This is an optimization exercise on Yosys and OpenROAD, whose aim is small area, not a production implementation.
In this exercise RTL edits were held to simulation tests only and were not proved equivalent to the original.
Power figures rest on the tool's default switching activity, not on a simulated workload. The clock port is modelled as an ideal driver; clocking choices that lean on that would not hold on a real chip.

Setup of run 1:
==> flow/design.v (excerpt) <==
module imem_icache #(
  parameter int ADDR_WIDTH     = 32,
  parameter int INST_WIDTH     = 32,
  parameter int LINES          = 16,
  parameter int WORDS_PER_LINE = 4
) (
  input  logic                  clk,
  input  logic                  rst,
  input  logic [ADDR_WIDTH-1:0] cpu_addr,
  input  logic                  cpu_read,
  output logic [INST_WIDTH-1:0] cpu_rdata,
  output logic                  cpu_stall,
  input  logic                  inv,
  output logic                  mem_req,
  output logic [ADDR_WIDTH-1:0] mem_addr,
  input  logic                  mem_gnt,
  input  logic                  mem_rvalid,
  input  logic [INST_WIDTH-1:0] mem_rdata
);
For scale: ~2600 flip-flops, about 140 I/O pins, ~72000 µm² of cells after synthesis.
export LEC_CHECK = 0
export CAP_MARGIN = 30
export CORE_MARGIN = 2
export CORE_UTILIZATION = 70
export SLEW_MARGIN = 30
export SYNTH_HIERARCHICAL = 1
create_clock -name core_clock -period 8.0 [get_ports {clk}]
standard.sh (not shown) runs the stock make flow with config.mk's settings and CLKGATE_MAP_FILE= SYNTH_SCRIPT=/design/flow/synth_recipe.tcl, a recipe that flattens the netlist after the stock synthesis.
==> flow/flow/run.sh <==
#!/bin/bash
# The standard layout (standard.sh, unchanged synthesis and steps) with two
# settings changed through ORFS's own variables:
#  - the input and output ports are buffered with buf_1 cells instead of the
#    default buffer cell;
#  - the clock tree clusters at most 25 sinks within 100 um per leaf buffer and
#    inserts no dummy loads.
# make's full output goes to standard.log; ORFS keeps each step's log under orfs/logs.
set -euo pipefail
export BUFFER_PORTS_ARGS="-buffer_cell sky130_fd_sc_hd__buf_1"
export CTS_ARGS="-sink_clustering_enable -repair_clock_nets -sink_clustering_size 25 -sink_clustering_max_diameter 100 -dont_use_dummy_load"
bash standard.sh > standard.log 2>&1
Run 1 finished all stages; the layout is clean.
Modified inputs, run 2 compared to run 1
# run 1
export LEC_CHECK = 0
export CAP_MARGIN = 30
export CORE_MARGIN = 2
export CORE_UTILIZATION = 70
export SLEW_MARGIN = 30
export SYNTH_HIERARCHICAL = 1
create_clock -name core_clock -period 8.0 [get_ports {clk}]
# run 2
export LEC_CHECK = 0
export CAP_MARGIN = 30
export CORE_MARGIN = 2
export CORE_UTILIZATION = 65
export SLEW_MARGIN = 30
export SYNTH_HIERARCHICAL = 1
create_clock -name core_clock -period 8.0 [get_ports {clk}]
### Flow results
Cell count came out higher on run 2 than on run 1. [compare] base=run 1 new=run 2: average routed wire per standard cell -1.6%; wire length after detailed routing dropped about 0.46%; power consumption level; cell area reported after detailed placement held steady. | proportion of final cell area spent on non-clock buffers | lower: run 2 |. From run 1 to run 2 the numbers moved as follows: average vias per placed instance now smaller, fmax fell by about 1.4%, power dissipated by switching net loads up about 0.8%, number of gates on the worst path with buffers counted picked up an extra 1.
Relative to run 2, the following input files were edited for run 3:
diff --git a/flow/flow/run.sh b/flow/flow/run.sh
--- a/flow/flow/run.sh
+++ b/flow/flow/run.sh
@@ -6 +6 @@
-#  - the clock tree clusters at most 25 sinks within 100 um per leaf buffer and
+#  - the clock tree clusters at most 28 sinks within 100 um per leaf buffer and
@@ -11 +11 @@
-export CTS_ARGS="-sink_clustering_enable -repair_clock_nets -sink_clustering_size 25 -sink_clustering_max_diameter 100 -dont_use_dummy_load"
+export CTS_ARGS="-sink_clustering_enable -repair_clock_nets -sink_clustering_size 28 -sink_clustering_max_diameter 100 -dont_use_dummy_load"
## What came out
- Run 3 reached the end of the flow, and the finished layout is clean on the timing, DRC and antenna checks.
- There was hardly any difference in flip-flop and latch count between run 2 and run 3.
- [compare] base=run 2 new=run 3: minimum clock period lower; sum of internal, switching and leakage power decreased by 0.33 mW relative to the old numbers.
- Run 3 gives less worst-case headroom to the max-slew limit than run 2 did.


== run a ==
Another version of the RTL of imem_icache (not shown whole).
For scale: about 5,800 cells after synthesis, roughly 140 I/O pins.
==> flow/config.mk <==
export PLATFORM = sky130hd
export DESIGN_NAME = imem_icache
export DESIGN_NICKNAME = imem_icache
export VERILOG_FILES = /design/flow/design.v
export SDC_FILE = /design/flow/constraint.sdc
export NUM_CORES = 4
export LEC_CHECK = 0
export CAP_MARGIN = 30
export CORE_MARGIN = 2
export CORE_UTILIZATION = 60
export CTS_CLUSTER_DIAMETER = 60
export CTS_CLUSTER_SIZE = 25
export SLEW_MARGIN = 30
export SYNTH_HIERARCHICAL = 1
==> flow/constraint.sdc <==
create_clock -name core_clock -period 8.0 [get_ports {clk}]
set_input_delay 1.6000 -clock core_clock [delete_from_list [all_inputs] [get_ports {clk}]]
set_output_delay 1.6000 -clock core_clock [all_outputs]
set_load 0.01 [all_outputs]
run.sh (not shown) runs the stock make flow with config.mk's settings and CLKGATE_MAP_FILE= SYNTH_SCRIPT=/design/flow/synth_recipe.tcl, a recipe that flattens the netlist after the stock synthesis.
Stock flow here: none of the scripts above is used.
Run a went all the way through synthesis, placement and routing and the layout is clean on timing, DRC and antenna.
#### Input delta (run b over run a)
- CTS_CLUSTER_SIZE: 25 -> unset
- CTS_CLUSTER_DIAMETER: 60 -> unset
==> flow/flow/run.sh (new file) <==
#!/bin/bash
# The standard layout (standard.sh, unchanged synthesis and steps) with two
# settings changed through ORFS's own variables:
#  - the input and output ports are buffered with buf_1 cells instead of the
#    default buffer cell;
#  - the clock tree clusters at most 25 sinks within 60 um per leaf buffer and
#    inserts no dummy loads.
# make's full output goes to standard.log; ORFS keeps each step's log under orfs/logs.
set -euo pipefail
export BUFFER_PORTS_ARGS="-buffer_cell sky130_fd_sc_hd__buf_1"
export CTS_ARGS="-sink_clustering_enable -repair_clock_nets -sink_clustering_size 25 -sink_clustering_max_diameter 60 -dont_use_dummy_load"
bash standard.sh > standard.log 2>&1
==> flow/standard.sh (new file) <==
#!/bin/bash
# synth_recipe.tcl (not shown) runs the flow's synth.tcl, then flattens the netlist and writes it again
# the make line also repeats each setting of config.mk as NAME=value (left out here)
make -C /OpenROAD-flow-scripts/flow DESIGN_CONFIG=/design/flow/config.mk WORK_HOME=/design/flow/orfs CLKGATE_MAP_FILE= SYNTH_SCRIPT=/design/flow/synth_recipe.tcl "${@:-finish}"
removed: flow/run.sh
--- outcome ---
The critical path's slowest cell comes out sky130_fd_sc_hd__o22ai_1 in one run and sky130_fd_sc_hd__nand2_1 in the other, namely in run a and run b respectively.
Synthesis-to-layout area growth ends up lower on run b.
In run b, the final antenna diode count came out 1 above the value in run a.
Summary: with run a as the reference, sum of internal, switching and leakage power in run b moved down by a few percent.
Power density over the cells in run b is 2.4% below run a.
Between run b and run a, routed wire length is higher for run a, run b comes in under that.
Compared with run a, run b shows clock-buffer cell count lower by 14.
Lower logic gate share of total power goes to run a over run b.
Compared to run a, run b shows a wider setup margin.
The run showing the greater hold slack is run a.
Run b vs run a, count of non-CTS buffers in the layout went down by 3.


imem_icache again, from the RTL that the note above started with.
clock: 8.0 ns
lec_check: 0
cap_margin: 30
core_margin: 2
core_utilization: 65
slew_margin: 30
synth_hierarchical: 1
standard.sh (not shown) runs the stock make flow with config.mk's settings and CLKGATE_MAP_FILE= SYNTH_SCRIPT=/design/flow/synth_recipe.tcl, a recipe that flattens the netlist after the stock synthesis.
==> flow/flow/run.sh <==
#!/bin/bash
# The standard layout (standard.sh, unchanged synthesis and steps) with two
# settings changed through ORFS's own variables:
#  - the input and output ports are buffered with buf_1 cells instead of the
#    default buffer cell;
#  - the clock tree clusters at most 25 sinks within 100 um per leaf buffer and
#    inserts no dummy loads.
# make's full output goes to standard.log; ORFS keeps each step's log under orfs/logs.
set -euo pipefail
export BUFFER_PORTS_ARGS="-buffer_cell sky130_fd_sc_hd__buf_1"
export CTS_ARGS="-sink_clustering_enable -repair_clock_nets -sink_clustering_size 25 -sink_clustering_max_diameter 100 -dont_use_dummy_load"
bash standard.sh > standard.log 2>&1
==> next run, changes <==
==> flow/run.sh (new file) <==
#!/bin/bash
# synth_recipe.tcl (not shown) runs the flow's synth.tcl, then flattens the netlist and writes it again
# the make line also repeats each setting of config.mk as NAME=value (left out here)
make -C /OpenROAD-flow-scripts/flow DESIGN_CONFIG=/design/flow/config.mk WORK_HOME=/design/flow/orfs CLKGATE_MAP_FILE= SYNTH_SCRIPT=/design/flow/synth_recipe.tcl finish
Settings changed: CORE_UTILIZATION 65 to 60.
removed: flow/flow/run.sh
removed: flow/standard.sh
The new run ran to the end with no violations.
Cell area is higher by 8.0%.
Power went up by 24%.
First-iteration DRC count grows by about 9%.
Die area goes up by 8.2%.
Clock power is higher by 79%.
Sequential share of layout area went down by 4.9 points.
Via count increases by about 1.9%.
Global-route usage decreases by 1.1 points.
Hold slack gains 0.041 ns.
Clock-buffer cell count goes up by 240.


== main ==
Another version of the RTL of imem_icache (not shown whole).
Size: roughly 5,700 cells after synthesis, about 2,600 flip-flops, roughly 140 I/O pins, about 72,000 um2 of cells after synthesis.
Design imem_icache, start of the top module:
module imem_icache #(
  parameter int ADDR_WIDTH     = 32,
  parameter int INST_WIDTH     = 32,
  parameter int LINES          = 16,
  parameter int WORDS_PER_LINE = 4
) (
  input  logic                  clk,
  input  logic                  rst,
  input  logic [ADDR_WIDTH-1:0] cpu_addr,
  input  logic                  cpu_read,
  output logic [INST_WIDTH-1:0] cpu_rdata,
  output logic                  cpu_stall,
  input  logic                  inv,
  output logic                  mem_req,
  output logic [ADDR_WIDTH-1:0] mem_addr,
  input  logic                  mem_gnt,
  input  logic                  mem_rvalid,
  input  logic [INST_WIDTH-1:0] mem_rdata
);
  localparam int OFF   = $clog2(WORDS_PER_LINE);
  localparam int IDX   = $clog2(LINES);
  localparam int TAG_W = ADDR_WIDTH - 2 - OFF - IDX;
  localparam int NW    = LINES * WORDS_PER_LINE;
  localparam int SW    = IDX + OFF;           
  localparam int DSTEP = 4;                   
  localparam int DB    = $clog2(DSTEP);
  localparam int DL    = DSTEP - 1;           
  localparam int TSTEP = 8;                   
  localparam logic [INST_WIDTH-1:0] NOP = INST_WIDTH'(32'h0000_0013);
  logic                       stall_q, req_q;
  ...
Settings: LEC_CHECK=0, CAP_MARGIN=30, CORE_MARGIN=2, CORE_UTILIZATION=65, SLEW_MARGIN=30, SYNTH_HIERARCHICAL=1; clock period 8.0 ns.
==> flow/flow/run.sh <==
#!/bin/bash
# The standard layout (standard.sh, unchanged synthesis and steps) with two
# settings changed through ORFS's own variables:
#  - the input and output ports are buffered with buf_1 cells instead of the
#    default buffer cell;
#  - the clock tree clusters at most 28 sinks within 100 um per leaf buffer and
#    inserts no dummy loads.
# make's full output goes to standard.log; ORFS keeps each step's log under orfs/logs.
set -euo pipefail
export BUFFER_PORTS_ARGS="-buffer_cell sky130_fd_sc_hd__buf_1"
export CTS_ARGS="-sink_clustering_enable -repair_clock_nets -sink_clustering_size 28 -sink_clustering_max_diameter 100 -dont_use_dummy_load"
bash standard.sh > standard.log 2>&1
main: done, clean on timing, DRC and antenna
Setup changes, main to the feature branch
--- a/flow/flow/run.sh
+++ b/flow/flow/run.sh
@@ -5,3 +5,3 @@
 #    default buffer cell;
-#  - the clock tree clusters at most 28 sinks within 100 um per leaf buffer and
+#  - the clock tree clusters at most 25 sinks within 100 um per leaf buffer and
 #    inserts no dummy loads.
@@ -10,3 +10,3 @@
 export BUFFER_PORTS_ARGS="-buffer_cell sky130_fd_sc_hd__buf_1"
-export CTS_ARGS="-sink_clustering_enable -repair_clock_nets -sink_clustering_size 28 -sink_clustering_max_diameter 100 -dont_use_dummy_load"
+export CTS_ARGS="-sink_clustering_enable -repair_clock_nets -sink_clustering_size 25 -sink_clustering_max_diameter 100 -dont_use_dummy_load"
 bash standard.sh > standard.log 2>&1
==> comparison <==
Summary of the feature branch over main: sum of routed wire length over all layers held, cell area has increased. Between the feature branch and main, the difference in worst clock skew is negligible. Going from main to the feature branch, clock group share of total power grows by 1.0 points. Summary of the feature branch over main: combinational group share of total power saw little to no change, final standard cell count with taps included and fillers excluded saw little to no change, global routing usage on met3 saw an increase, fraction of power spent switching nets saw little to no change.

==> what the ideal ports hide <==
In the flow no input, the clock included, has a driving cell. The finished layouts below were timed again as built, in two steps.
Step 1, drivers: a clkbuf_16 drives clk and a buf_2 each remaining input, both assumed.
Step 2, shift: input delay + t, output delay - t, t = (earliest + latest rising clock arrival at the registers) / 2. This alone moves slack from input paths to output paths.
Slacks: ideal ports / drivers / drivers and shift; pairs: ideal ports / drivers.
run | shift t [ns] | setup slack, ns | latest minus earliest clock arrival (ns)
run 1 | 0.814 | 1.620 / 1.669 / 0.855 | 0.054 / 0.054
run 2 | 0.809 | 1.527 / 1.584 / 0.775 | 0.056 / 0.056
run 3 | 0.799 | 1.548 / 1.611 / 0.812 | 0.061 / 0.061
run a | 0.869 | 1.075 / 1.075 / 0.409 | 0.036 / 0.036
run b | 0.836 | 1.646 / 1.703 / 0.867 | 0.061 / 0.061
the first run of note 3 | 0.787 | 1.454 / 1.493 / 0.723 | 0.079 / 0.079
the second run of note 3 | 0.929 | 1.244 / 1.306 / 0.377 | 0.028 / 0.028
main | 0.793 | 1.296 / 1.353 / 0.560 | 0.048 / 0.049
the feature branch | 0.790 | 1.310 / 1.363 / 0.573 | 0.046 / 0.046
After both steps setup and hold are still met in every run listed. For the second run of note 3, which loses most, drivers alone change the setup slack by +0.062 ns; drivers and shift together by -0.867 ns.
